What follows belongs to an exercise in optimizing a design on an open flow for small area, a short achievable clock period and few clock cycles per item; a production flow would make more cautious choices. At most, simulation tests tie the RTL to the original design; equivalence was not proved. Power is estimated from default activity; no workload was simulated.

==> inputs of build 16 <==
==> flow/design.v <==
module msw_ring (
    input  logic        i_clk,
    input  logic        i_acc,
    input  logic [15:0] i_data,
    input  logic [7:0]  i_wm2,
    output logic [15:0] o_x,
    output logic [15:0] o_old
);
    logic [15:0]       r_x;
    logic [3*16-1:0]   r_s0;
    logic [12*16-1:0]  r_s1;
    logic [48*16-1:0]  r_s2;
    logic [192*16-1:0] r_s3;
    logic [15:0]       r_out;
    logic [15:0] out0, out1, out2, out3;
    always_comb begin
        case (i_wm2[1:0])
            2'd0:    out0 = r_x;
            2'd1:    out0 = r_s0[0*16 +: 16];
            2'd2:    out0 = r_s0[1*16 +: 16];
            default: out0 = r_s0[2*16 +: 16];
        endcase
        case (i_wm2[3:2])
            2'd0:    out1 = out0;
            2'd1:    out1 = r_s1[3*16 +: 16];
            2'd2:    out1 = r_s1[7*16 +: 16];
            default: out1 = r_s1[11*16 +: 16];
        endcase
        case (i_wm2[5:4])
            2'd0:    out2 = out1;
            2'd1:    out2 = r_s2[15*16 +: 16];
            2'd2:    out2 = r_s2[31*16 +: 16];
            default: out2 = r_s2[47*16 +: 16];
        endcase
        case (i_wm2[7:6])
            2'd0:    out3 = out2;
            2'd1:    out3 = r_s3[63*16 +: 16];
            2'd2:    out3 = r_s3[127*16 +: 16];
            default: out3 = r_s3[191*16 +: 16];
        endcase
    end
    always_ff @(posedge i_clk) begin
        if (i_acc) begin
            r_x <= i_data;
        end else begin
            r_x <= r_out;
        end
        r_s0  <= {r_s0[0 +: 2*16], r_x};
        r_s1  <= {r_s1[0 +: 11*16], out0};
        r_s2  <= {r_s2[0 +: 47*16], out1};
        r_s3  <= {r_s3[0 +: 191*16], out2};
        r_out <= out3;
    end
    assign o_x   = r_x;
    assign o_old = r_out;
endmodule
module max_sum_sliding_window (
    input  logic              i_clk,
    input  logic              i_rst_n,
    input  logic              i_cfg_we,
    input  logic [8:0]        i_cfg_data,
    input  logic              i_in_valid,
    output logic              o_in_ready,
    input  logic [15:0]       i_in_sample,
    input  logic              i_in_last,
    output logic              o_res_valid,
    input  logic              i_res_ready,
    output logic [15:0]       o_res_best_start,
    output logic [23:0]       o_res_best_sum,
    output logic [1:0]        o_res_status
);
    localparam logic [1:0] ST_OK    = 2'd0;
    localparam logic [1:0] ST_SHORT = 2'd1;
    localparam logic [1:0] ST_LONG  = 2'd2;
    logic [7:0]  eff_wm2;
    logic [7:0]  r_ewm2;
    logic        r_ew1;        
    logic [7:0]  r_wm2;
    logic        r_w1;
    logic        r_ready;
    logic        r_mid;        
    logic [7:0]  r_gc;         
    logic        aligned;
    logic        acc;
    logic        take;
    logic [17:0] r_kc;         
    logic [17:0] kc_end;       
    logic [24:0] r_part;       
    logic [15:0] last_sample;  
    logic [15:0] old_sample;
    logic        sub;
    logic [24:0] p_a, p_b, p_c, p_s, p_cy, p_nxt;
    logic [25:0] d_a, d_b, d_c, d_s, d_cy;
    logic        r_s_valid;
    logic        r_s_last;
    logic [23:0] r_best;
    logic [15:0] r_bidx;
    logic        s_set;
    logic        s_upd;
    logic [1:0]  s_status;
    logic [23:0] s_sum;
    logic [25:0] s_diff;
    logic [23:0] n_best;
    logic [15:0] n_idx;
    logic        new_res;
    logic        r_oval;
    logic [23:0] r_osum;
    logic [1:0]  r_status;
    always_comb begin
        if (i_cfg_data <= 9'd1) begin
            eff_wm2 = 8'd0;
        end else if (i_cfg_data >= 9'd256) begin
            eff_wm2 = 8'd254;
        end else begin
            eff_wm2 = 8'(i_cfg_data - 9'd2);
        end
    end
    always_ff @(posedge i_clk) begin
        if (!i_rst_n) begin
            r_ewm2 <= 8'd0;
            r_ew1  <= 1'b1;
        end else if (i_cfg_we) begin
            r_ewm2 <= eff_wm2;
            r_ew1  <= (i_cfg_data <= 9'd1);
        end
    end
    always_ff @(posedge i_clk) begin
        if (!r_mid) begin
            r_wm2 <= r_ewm2;
            r_w1  <= r_ew1;
        end
    end
    assign acc     = i_in_valid && r_ready;
    assign take    = r_oval && i_res_ready;
    assign aligned = (r_gc == r_wm2);
    always_ff @(posedge i_clk) begin
        if (!i_rst_n) begin
            r_ready <= 1'b1;
            r_mid   <= 1'b0;
        end else begin
            r_ready <= (acc || !r_mid || aligned)
                    && !(acc && i_in_last) && !(r_s_valid && r_s_last)
                    && !(r_oval && !i_res_ready);
            if (acc) begin
                r_mid <= !i_in_last;
            end
        end
    end
    always_ff @(posedge i_clk) begin
        if (acc || aligned) begin
            r_gc <= 8'hFF;
        end else begin
            r_gc <= r_gc + 8'd1;
        end
    end
    msw_ring u_ring (
        .i_clk  (i_clk),
        .i_acc  (acc),
        .i_data (i_in_sample),
        .i_wm2  (r_wm2),
        .o_x    (last_sample),
        .o_old  (old_sample)
    );
    assign sub = r_mid && !r_kc[17];
    always_comb begin
        p_a   = (r_mid && !r_w1) ? r_part : 25'd0;
        p_b   = (r_mid && !r_w1) ? {{9{last_sample[15]}}, last_sample} : 25'd0;
        p_c   = (sub && !r_w1) ? ~{{9{old_sample[15]}}, old_sample} : 25'h1FFFFFF;
        p_s   = p_a ^ p_b ^ p_c;
        p_cy  = {(p_a[23:0] & p_b[23:0]) | (p_a[23:0] & p_c[23:0]) | (p_b[23:0] & p_c[23:0]), 1'b1};
        p_nxt = p_s + p_cy;
    end
    always_ff @(posedge i_clk) begin
        if (acc) begin
            r_part <= p_nxt;
            if (!r_mid) begin
                r_kc <= r_ew1 ? 18'd0 : {10'h3FF, ~r_ewm2};
            end else if (r_kc[17:16] != 2'b01) begin
                r_kc <= r_kc + 18'd1;
            end
        end
    end
    always_ff @(posedge i_clk) begin
        if (!i_rst_n) begin
            r_s_valid <= 1'b0;
        end else begin
            r_s_valid <= acc;
        end
        r_s_last <= i_in_last;
    end
    always_comb begin
        s_sum  = 24'(r_part + {{9{last_sample[15]}}, last_sample});
        d_a    = {r_part[24], r_part};
        d_b    = {{10{last_sample[15]}}, last_sample};
        d_c    = ~{{2{r_best[23]}}, r_best};
        d_s    = d_a ^ d_b ^ d_c;
        d_cy   = {(d_a[24:0] & d_b[24:0]) | (d_a[24:0] & d_c[24:0]) | (d_b[24:0] & d_c[24:0]), 1'b1};
        s_diff = d_s + d_cy;
        s_set  = (r_kc == 18'd0);
        s_upd  = !r_kc[17] && (s_set || !s_diff[25]);
        kc_end = r_kc + {10'd0, r_wm2} + 18'h30001;
        n_best = s_upd ? s_sum : r_best;
        n_idx  = s_upd ? r_kc[15:0] : r_bidx;
        if (r_w1 ? (r_kc[17:16] == 2'b01) : !kc_end[17]) begin
            s_status = ST_LONG;
        end else if (r_kc[17]) begin
            s_status = ST_SHORT;
        end else begin
            s_status = ST_OK;
        end
        new_res = r_s_valid && r_s_last;
    end
    always_ff @(posedge i_clk) begin
        if (r_s_valid && s_upd) begin
            r_best <= s_sum;
        end
    end
    always_ff @(posedge i_clk) begin
        if (new_res) begin
            r_status <= s_status;
            if (s_status == ST_OK) begin
                r_osum <= n_best;
                r_bidx <= n_idx;
            end else begin
                r_osum <= 24'd0;
                r_bidx <= 16'd0;
            end
        end else if (r_s_valid && s_upd) begin
            r_bidx <= r_kc[15:0];
        end
    end
    always_ff @(posedge i_clk) begin
        if (!i_rst_n) begin
            r_oval <= 1'b0;
        end else begin
            r_oval <= new_res || (r_oval && !i_res_ready);
        end
    end
    assign o_in_ready       = r_ready;
    assign o_res_valid      = r_oval;
    assign o_res_best_start = r_bidx;
    assign o_res_best_sum   = r_osum;
    assign o_res_status     = r_status;
endmodule
==> flow/flow/run.sh <==
#!/bin/bash
# Own layout flow: the standard ORFS flow (standard.sh, standard synthesis unchanged)
# with two changes to how the layout is optimised (constraints and clock period unchanged):
#  - ports are buffered with buf_4 cells instead of the default delay-cell buffer,
#  - timing repair aims at a setup slack margin, so it also speeds up paths that
#    already meet the period.
# The make output goes to standard_flow.log; ORFS keeps each tool's log under orfs/logs.
set -euo pipefail
export BUFFER_PORTS_ARGS="-buffer_cell sky130_fd_sc_hd__buf_4"
export SETUP_SLACK_MARGIN=7.0
bash standard.sh > standard_flow.log 2>&1
==> flow/standard.sh <==
#!/bin/bash
# synth_recipe.tcl (not shown) runs the flow's synth.tcl, then flattens the netlist and writes it again
# the make line also repeats each setting of config.mk as NAME=value (left out here)
make -C /OpenROAD-flow-scripts/flow DESIGN_CONFIG=/design/flow/config.mk WORK_HOME=/design/flow/orfs CLKGATE_MAP_FILE= SYNTH_SCRIPT=/design/flow/synth_recipe.tcl "${@:-finish}"
==> flow/config.mk <==
export PLATFORM = sky130hd
export DESIGN_NAME = max_sum_sliding_window
export DESIGN_NICKNAME = max_sum_sliding_window
export VERILOG_FILES = /design/flow/design.v
export SDC_FILE = /design/flow/constraint.sdc
export NUM_CORES = 4
export LEC_CHECK = 0
export CAP_MARGIN = 20
export CORE_MARGIN = 2
export CORE_UTILIZATION = 45
export CTS_CLUSTER_DIAMETER = 85
export CTS_CLUSTER_SIZE = 30
export PLACE_DENSITY = 0.6
export SLEW_MARGIN = 20
==> flow/constraint.sdc <==
create_clock -name core_clock -period 10.0 [get_ports {i_clk}]
set_input_delay 2.0000 -clock core_clock [delete_from_list [all_inputs] [get_ports {i_clk}]]
set_output_delay 2.0000 -clock core_clock [all_outputs]
set_load 0.01 [all_outputs]
==> inputs of trial 69, as changes to build 16 <==
==> flow/design.v, changed modules only <==
module msw_ring (
    input  logic        i_clk,
    input  logic        i_acc,
    input  logic [15:0] i_data,
    input  logic        i_w1,
    input  logic [7:0]  i_wm2,
    output logic [15:0] o_x,
    output logic [15:0] o_old
);
    logic [15:0]       r_x;
    logic [3*16-1:0]   r_s0;
    logic [12*16-1:0]  r_s1;
    logic [48*16-1:0]  r_s2;
    logic [192*16-1:0] r_s3;
    logic [15:0]       r_out;
    logic [15:0] out0, out1, out2, out3;
    always_comb begin
        case (i_wm2[1:0])
            2'd0:    out0 = r_x;
            2'd1:    out0 = r_s0[0*16 +: 16];
            2'd2:    out0 = r_s0[1*16 +: 16];
            default: out0 = r_s0[2*16 +: 16];
        endcase
        case (i_wm2[3:2])
            2'd0:    out1 = out0;
            2'd1:    out1 = r_s1[3*16 +: 16];
            2'd2:    out1 = r_s1[7*16 +: 16];
            default: out1 = r_s1[11*16 +: 16];
        endcase
        case (i_wm2[5:4])
            2'd0:    out2 = out1;
            2'd1:    out2 = r_s2[15*16 +: 16];
            2'd2:    out2 = r_s2[31*16 +: 16];
            default: out2 = r_s2[47*16 +: 16];
        endcase
        case (i_wm2[7:6])
            2'd0:    out3 = out2;
            2'd1:    out3 = r_s3[63*16 +: 16];
            2'd2:    out3 = r_s3[127*16 +: 16];
            default: out3 = r_s3[191*16 +: 16];
        endcase
    end
    always_ff @(posedge i_clk) begin
        if (i_acc) begin
            r_x <= i_data;
        end else if (!i_w1) begin
            r_x <= r_out;
        end
        r_s0  <= {r_s0[0 +: 2*16], r_x};
        r_s1  <= {r_s1[0 +: 11*16], out0};
        r_s2  <= {r_s2[0 +: 47*16], out1};
        r_s3  <= {r_s3[0 +: 191*16], out2};
        r_out <= out3;
    end
    assign o_x   = r_x;
    assign o_old = i_w1 ? r_x : r_out;
endmodule
module max_sum_sliding_window (
    input  logic              i_clk,
    input  logic              i_rst_n,
    input  logic              i_cfg_we,
    input  logic [8:0]        i_cfg_data,
    input  logic              i_in_valid,
    output logic              o_in_ready,
    input  logic [15:0]       i_in_sample,
    input  logic              i_in_last,
    output logic              o_res_valid,
    input  logic              i_res_ready,
    output logic [15:0]       o_res_best_start,
    output logic [23:0]       o_res_best_sum,
    output logic [1:0]        o_res_status
);
    localparam logic [1:0] ST_OK    = 2'd0;
    localparam logic [1:0] ST_SHORT = 2'd1;
    localparam logic [1:0] ST_LONG  = 2'd2;
    logic [7:0]  eff_wm2;
    logic [7:0]  r_ewm2;
    logic        r_ew1;        
    logic [7:0]  r_wm2;
    logic        r_w1;
    logic        r_ready;
    logic        r_mid;        
    logic [7:0]  r_gc;         
    logic        aligned;
    logic        acc;
    logic        take;
    logic [17:0] r_kc;         
    logic [17:0] kc_end;       
    logic [24:0] r_part;       
    logic [15:0] last_sample;  
    logic [15:0] old_sample;
    logic        sub;
    logic        r_s_valid;
    logic        r_s_last;
    logic [23:0] r_best;
    logic [15:0] r_bidx;
    logic        s_set;
    logic        s_upd;
    logic [1:0]  s_status;
    logic [23:0] s_sum;
    logic [25:0] s_diff;
    logic [23:0] n_best;
    logic [15:0] n_idx;
    logic        new_res;
    logic        r_oval;
    logic [1:0]  r_status;
    always_comb begin
        if (i_cfg_data <= 9'd1) begin
            eff_wm2 = 8'hFF;
        end else if (i_cfg_data >= 9'd256) begin
            eff_wm2 = 8'd254;
        end else begin
            eff_wm2 = 8'(i_cfg_data - 9'd2);
        end
    end
    always_ff @(posedge i_clk) begin
        if (!i_rst_n) begin
            r_ewm2 <= 8'hFF;
            r_ew1  <= 1'b1;
        end else if (i_cfg_we) begin
            r_ewm2 <= eff_wm2;
            r_ew1  <= (i_cfg_data <= 9'd1);
        end
    end
    always_ff @(posedge i_clk) begin
        if (!r_mid) begin
            r_wm2 <= r_ewm2;
            r_w1  <= r_ew1;
        end
    end
    assign acc     = i_in_valid && r_ready;
    assign take    = r_oval && i_res_ready;
    assign aligned = (r_gc == r_wm2);
    always_ff @(posedge i_clk) begin
        if (!i_rst_n) begin
            r_ready <= 1'b1;
            r_mid   <= 1'b0;
        end else begin
            r_ready <= (acc || !r_mid || aligned)
                    && !(acc && i_in_last) && !(r_s_valid && r_s_last)
                    && !(r_oval && !i_res_ready);
            if (acc) begin
                r_mid <= !i_in_last;
            end
        end
    end
    always_ff @(posedge i_clk) begin
        if (acc || aligned) begin
            r_gc <= 8'hFF;
        end else begin
            r_gc <= r_gc + 8'd1;
        end
    end
    msw_ring u_ring (
        .i_clk  (i_clk),
        .i_acc  (acc),
        .i_data (i_in_sample),
        .i_w1   (r_w1),
        .i_wm2  (r_wm2),
        .o_x    (last_sample),
        .o_old  (old_sample)
    );
    assign sub = r_mid && !r_kc[17];
    always_ff @(posedge i_clk) begin
        if (acc) begin
            r_part <= (r_mid ? (r_part + {{9{last_sample[15]}}, last_sample}) : 25'd0)
                    - (sub ? {{9{old_sample[15]}}, old_sample} : 25'd0);
            if (!r_mid) begin
                r_kc <= r_ew1 ? 18'd0 : {10'h3FF, ~r_ewm2};
            end else if (r_kc[17:16] != 2'b01) begin
                r_kc <= r_kc + 18'd1;
            end
        end
    end
    always_ff @(posedge i_clk) begin
        if (!i_rst_n) begin
            r_s_valid <= 1'b0;
        end else begin
            r_s_valid <= acc;
        end
        r_s_last <= i_in_last;
    end
    always_comb begin
        s_sum  = 24'(r_part + {{9{last_sample[15]}}, last_sample});
        s_diff = {r_part[24], r_part} + {{10{last_sample[15]}}, last_sample}
               - {{2{r_best[23]}}, r_best};
        s_set  = (r_kc == 18'd0);
        s_upd  = !r_kc[17] && (s_set || !s_diff[25]);
        kc_end = r_kc + {10'd0, r_wm2} + 18'h30001;
        n_best = s_upd ? s_sum : r_best;
        n_idx  = s_upd ? r_kc[15:0] : r_bidx;
        if (r_w1 ? (r_kc[17:16] == 2'b01) : !kc_end[17]) begin
            s_status = ST_LONG;
        end else if (r_kc[17]) begin
            s_status = ST_SHORT;
        end else begin
            s_status = ST_OK;
        end
        new_res = r_s_valid && r_s_last;
    end
    always_ff @(posedge i_clk) begin
        if (new_res) begin
            r_status <= s_status;
            if (s_status == ST_OK) begin
                r_best <= n_best;
                r_bidx <= n_idx;
            end else begin
                r_best <= 24'd0;
                r_bidx <= 16'd0;
            end
        end else if (r_s_valid && s_upd) begin
            r_best <= s_sum;
            r_bidx <= r_kc[15:0];
        end
    end
    always_ff @(posedge i_clk) begin
        if (!i_rst_n) begin
            r_oval <= 1'b0;
        end else begin
            r_oval <= new_res || (r_oval && !i_res_ready);
        end
    end
    assign o_in_ready       = r_ready;
    assign o_res_valid      = r_oval;
    assign o_res_best_start = r_bidx;
    assign o_res_best_sum   = r_best;
    assign o_res_status     = r_status;
endmodule
--- a/flow/flow/run.sh
+++ b/flow/flow/run.sh
@@ -7,5 +7,5 @@
 # The make output goes to standard_flow.log; ORFS keeps each tool's log under orfs/logs.
 set -euo pipefail
 export BUFFER_PORTS_ARGS="-buffer_cell sky130_fd_sc_hd__buf_4"
-export SETUP_SLACK_MARGIN=7.0
+export SETUP_SLACK_MARGIN=6.8
 bash standard.sh > standard_flow.log 2>&1
ABC_CLOCK_PERIOD_IN_PS = 3000   (was default)
CTS_CLUSTER_DIAMETER = 90   (was 85)
CTS_CLUSTER_SIZE = 32   (was 30)
==> inputs of trial 44, as changes to build 16 <==
==> flow/design.v, changed modules only <==
module max_sum_sliding_window (
    input  logic              i_clk,
    input  logic              i_rst_n,
    input  logic              i_cfg_we,
    input  logic [8:0]        i_cfg_data,
    input  logic              i_in_valid,
    output logic              o_in_ready,
    input  logic [15:0]       i_in_sample,
    input  logic              i_in_last,
    output logic              o_res_valid,
    input  logic              i_res_ready,
    output logic [15:0]       o_res_best_start,
    output logic [23:0]       o_res_best_sum,
    output logic [1:0]        o_res_status
);
    localparam logic [1:0] ST_OK    = 2'd0;
    localparam logic [1:0] ST_SHORT = 2'd1;
    localparam logic [1:0] ST_LONG  = 2'd2;
    logic [7:0]  eff_wm2;
    logic [7:0]  r_ewm2;
    logic        r_ew1;        
    logic [7:0]  r_wm2;
    logic        r_w1;
    logic        r_ready;
    logic        r_mid;        
    logic [7:0]  r_gc;         
    logic        aligned;
    logic        acc;
    logic        take;
    logic [17:0] r_kc;         
    logic [24:0] r_part;       
    logic [15:0] last_sample;  
    logic [15:0] old_sample;
    logic        sub;
    logic        r_mab;        
    logic        r_mc;         
    logic        mid_nx;
    logic        w1_nx;
    logic        kcneg_nx;
    logic [24:0] p_a, p_b, p_c, p_s, p_cy, p_nxt;
    logic [25:0] d_a, d_b, d_c, d_s, d_cy;
    logic        r_s_valid;
    logic        r_s_last;
    logic        r_s_set;      
    logic        r_s_cmp;      
    logic        set_new;
    logic        s_move;       
    logic        s_stall;      
    logic [17:0] kc_after;
    logic        mid_after;
    logic        last_after;
    logic        oval_after;
    logic        nxt_safe;
    logic [23:0] r_best;
    logic [15:0] r_bidx;
    logic        s_upd;
    logic [1:0]  s_status;
    logic [23:0] s_sum;
    logic [25:0] s_diff;
    logic [23:0] n_best;
    logic [15:0] n_idx;
    logic        new_res;
    logic        r_oval;
    logic [23:0] r_osum;
    logic [1:0]  r_status;
    always_comb begin
        if (i_cfg_data <= 9'd1) begin
            eff_wm2 = 8'd0;
        end else if (i_cfg_data >= 9'd256) begin
            eff_wm2 = 8'd254;
        end else begin
            eff_wm2 = 8'(i_cfg_data - 9'd2);
        end
    end
    always_ff @(posedge i_clk) begin
        if (!i_rst_n) begin
            r_ewm2 <= 8'd0;
            r_ew1  <= 1'b1;
        end else if (i_cfg_we) begin
            r_ewm2 <= eff_wm2;
            r_ew1  <= (i_cfg_data <= 9'd1);
        end
    end
    always_ff @(posedge i_clk) begin
        if (!r_mid) begin
            r_wm2 <= r_ewm2;
            r_w1  <= r_ew1;
        end
    end
    assign acc     = i_in_valid && r_ready;
    assign take    = r_oval && i_res_ready;
    assign aligned = (r_gc == r_wm2);
    always_comb begin
        if (!acc) begin
            kc_after = r_kc;
        end else if (!r_mid) begin
            kc_after = r_ew1 ? 18'd0 : {10'h3FF, ~r_ewm2};
        end else if (r_kc[17:16] != 2'b01) begin
            kc_after = r_kc + 18'd1;
        end else begin
            kc_after = r_kc;
        end
        mid_after  = acc ? !i_in_last : r_mid;
        last_after = (acc && i_in_last) || s_stall;
        oval_after = s_move || (r_oval && !i_res_ready);
        if (mid_after) begin
            nxt_safe = kc_after[17] && (kc_after != 18'h3FFFF);
        end else begin
            nxt_safe = !(i_cfg_we ? (i_cfg_data <= 9'd1) : r_ew1);
        end
    end
    always_ff @(posedge i_clk) begin
        if (!i_rst_n) begin
            r_ready <= 1'b1;
            r_mid   <= 1'b0;
        end else begin
            r_ready <= (acc || !r_mid || aligned)
                    && !(last_after && oval_after)
                    && (!(last_after || oval_after) || nxt_safe);
            if (acc) begin
                r_mid <= !i_in_last;
            end
        end
    end
    always_ff @(posedge i_clk) begin
        if (acc || aligned) begin
            r_gc <= 8'hFF;
        end else begin
            r_gc <= r_gc + 8'd1;
        end
    end
    msw_ring u_ring (
        .i_clk  (i_clk),
        .i_acc  (acc),
        .i_data (i_in_sample),
        .i_wm2  (r_wm2),
        .o_x    (last_sample),
        .o_old  (old_sample)
    );
    assign sub = r_mid && !r_kc[17];
    assign mid_nx   = acc ? !i_in_last : r_mid;
    assign w1_nx    = r_mid ? r_w1 : r_ew1;
    assign kcneg_nx = acc ? (r_mid ? (r_kc[17] && (r_kc != 18'h3FFFF)) : !r_ew1) : r_kc[17];
    always_ff @(posedge i_clk) begin
        if (!i_rst_n) begin
            r_mab <= 1'b0;
            r_mc  <= 1'b0;
        end else begin
            r_mab <= mid_nx && !w1_nx;
            r_mc  <= mid_nx && !w1_nx && !kcneg_nx;
        end
    end
    always_comb begin
        p_a   = r_mab ? r_part : 25'd0;
        p_b   = r_mab ? {{9{last_sample[15]}}, last_sample} : 25'd0;
        p_c   = r_mc ? ~{{9{old_sample[15]}}, old_sample} : 25'h1FFFFFF;
        p_s   = p_a ^ p_b ^ p_c;
        p_cy  = {(p_a[23:0] & p_b[23:0]) | (p_a[23:0] & p_c[23:0]) | (p_b[23:0] & p_c[23:0]), 1'b1};
        p_nxt = p_s + p_cy;
    end
    always_ff @(posedge i_clk) begin
        if (acc) begin
            r_part <= p_nxt;
            if (!r_mid) begin
                r_kc <= r_ew1 ? 18'd0 : {10'h3FF, ~r_ewm2};
            end else if (r_kc[17:16] != 2'b01) begin
                r_kc <= r_kc + 18'd1;
            end
        end
    end
    assign set_new = r_mid ? (r_kc == 18'h3FFFF) : r_ew1;
    always_ff @(posedge i_clk) begin
        if (!i_rst_n) begin
            r_s_valid <= 1'b0;
            r_s_set   <= 1'b0;
            r_s_cmp   <= 1'b0;
        end else if (acc) begin
            r_s_valid <= 1'b1;
            r_s_set   <= set_new;
            r_s_cmp   <= r_mid && !r_kc[17];
        end else if (!s_stall) begin
            r_s_valid <= 1'b0;
            r_s_set   <= 1'b0;
            r_s_cmp   <= 1'b0;
        end
        if (acc) begin
            r_s_last <= i_in_last;
        end
    end
    always_comb begin
        s_sum  = 24'(r_part + {{9{last_sample[15]}}, last_sample});
        d_a    = {r_part[24], r_part};
        d_b    = {{10{last_sample[15]}}, last_sample};
        d_c    = ~{{2{r_best[23]}}, r_best};
        d_s    = d_a ^ d_b ^ d_c;
        d_cy   = {(d_a[24:0] & d_b[24:0]) | (d_a[24:0] & d_c[24:0]) | (d_b[24:0] & d_c[24:0]), 1'b1};
        s_diff = d_s + d_cy;
        s_upd  = r_s_set || (r_s_cmp && !s_diff[25]);
        n_best = s_upd ? s_sum : r_best;
        n_idx  = s_upd ? r_kc[15:0] : r_bidx;
        if ((r_kc[17:16] == 2'b01)
            || (!r_w1 && (r_kc[17:8] == 10'h0FF) && (r_kc[7:0] >= ~r_wm2))) begin
            s_status = ST_LONG;
        end else if (r_kc[17]) begin
            s_status = ST_SHORT;
        end else begin
            s_status = ST_OK;
        end
        s_move  = r_s_valid && r_s_last && (!r_oval || i_res_ready);
        s_stall = r_s_valid && r_s_last && r_oval && !i_res_ready;
        new_res = s_move;
    end
    always_ff @(posedge i_clk) begin
        if (s_upd) begin
            r_best <= s_sum;
        end
    end
    always_ff @(posedge i_clk) begin
        if (new_res) begin
            r_status <= s_status;
            if (s_status == ST_OK) begin
                r_osum <= n_best;
                r_bidx <= n_idx;
            end else begin
                r_osum <= 24'd0;
                r_bidx <= 16'd0;
            end
        end else if (s_upd) begin
            r_bidx <= r_kc[15:0];
        end
    end
    always_ff @(posedge i_clk) begin
        if (!i_rst_n) begin
            r_oval <= 1'b0;
        end else begin
            r_oval <= new_res || (r_oval && !i_res_ready);
        end
    end
    assign o_in_ready       = r_ready;
    assign o_res_valid      = r_oval;
    assign o_res_best_start = r_bidx;
    assign o_res_best_sum   = r_osum;
    assign o_res_status     = r_status;
endmodule
==> flow/flow/run.sh (replaced) <==
#!/bin/bash
# Own layout flow: the standard ORFS flow (standard.sh, standard synthesis unchanged)
# with three changes to how the layout is optimised (constraints and clock period unchanged):
#  - ports are buffered with buf_4 cells instead of the default delay-cell buffer,
#  - timing repair aims at a setup slack margin, so it also speeds up paths that
#    already meet the period,
#  - clock tree synthesis inserts no dummy loads (sink clustering as in config.mk).
# The make output goes to standard_flow.log; ORFS keeps each tool's log under orfs/logs.
set -euo pipefail
export BUFFER_PORTS_ARGS="-buffer_cell sky130_fd_sc_hd__buf_4"
export SETUP_SLACK_MARGIN=6.8
export CTS_ARGS="-sink_clustering_enable -repair_clock_nets -sink_clustering_size 28 -sink_clustering_max_diameter 80 -dont_use_dummy_load"
bash standard.sh > standard_flow.log 2>&1
CORE_UTILIZATION = 65   (was 45)
CTS_CLUSTER_DIAMETER = 80   (was 85)
CTS_CLUSTER_SIZE = 28   (was 30)
PLACE_DENSITY = 0.75   (was 0.6)
==> qor summary <==
quantity	trial 44	build 16	trial 69
Result of the run	no timing/DRC/antenna violations	no timing/DRC/antenna violations	no timing/DRC/antenna violations
Number of global-route vias before repair	36500	34000	33100
Number of clock buffers inserted by TritonCTS	173	168	154
Critical Path Start	u_ring.r_x[1]$_DFF_P_	r_w1$_DFFE_PN_	r_part[3]$_DFFE_PP_
Leakage power	42.0 nW	41.8 nW	41.0 nW
Post-DP Area	97300 sq um	98300 sq um	97000 sq um
M1 GR Usage	27.5%	17.4%	17.3%
Net switching power of the design	0.00658 W	0.00672 W	0.00650 W
Fraction of synthesized area in multiplexers	2.06%	1.77%	1.80%
Final Power	0.0298 W	0.0301 W	0.0288 W
Clock buffer instance count of the final layout	173	177	167
Maximum fanout count along the critical path	6	5	7
Ratio of cells with drive above 1 in the final layout	10.1%	11.2%	9.11%
Min setup slack post-route	6.48 ns	6.17 ns	5.60 ns
Tapcells inserted	1903	2788	2688
Reg-to-reg slack, setup	6.48 ns	6.17 ns	5.60 ns
Number of diodes added for antenna fixing	1	2	1
Share of cell area taken by flip-flops and latches	83.0%	82.3%	83.4%
Post-detailed-placement half-perimeter wirelength	71.0 mm	64.7 mm	66.9 mm
Util after Layout	71.9%	50.5%	50.1%
Busiest layer in global routing	met2	met1	met1
Setup clock skew after layout	0.0660 ns	0.0402 ns	0.0672 ns
Testbench counts of trial 44, summed over its fixed seeds: cycles 59,146, items 59,080.
The RTL of build 16 and trial 69 was laid out without a check of its function.

separate check: timing with driven ports:
Ports are ideal in the flow. The routed layouts listed here were re-timed in OpenROAD.
Step 1, drivers: a clkbuf_16 drives i_clk and a buf_2 each remaining input, both assumed.
Step 2 also shifts input and output timing later by t, the mid clock arrival at the registers, as if the neighbouring blocks saw the same clock.
a / b / c = ideal ports / drivers / drivers and shift; a / b = the first two.
| run | t, ns | slack for setup (ns) | worst hold slack (ns) |
|---|---|---|---|
| build 16 | 0.893 | 6.169 / 6.169 / 6.169 | 0.300 / 0.300 / 0.300 |
| trial 69 | 0.887 | 5.605 / 5.605 / 5.605 | 0.285 / 0.285 / 0.285 |
| trial 44 | 0.877 | 6.476 / 6.431 / 5.995 | 0.282 / 0.282 / 0.282 |
After both steps setup and hold are still met in every run listed. For trial 44, which loses most, drivers alone change the setup slack by -0.045 ns; drivers and shift together by -0.481 ns.
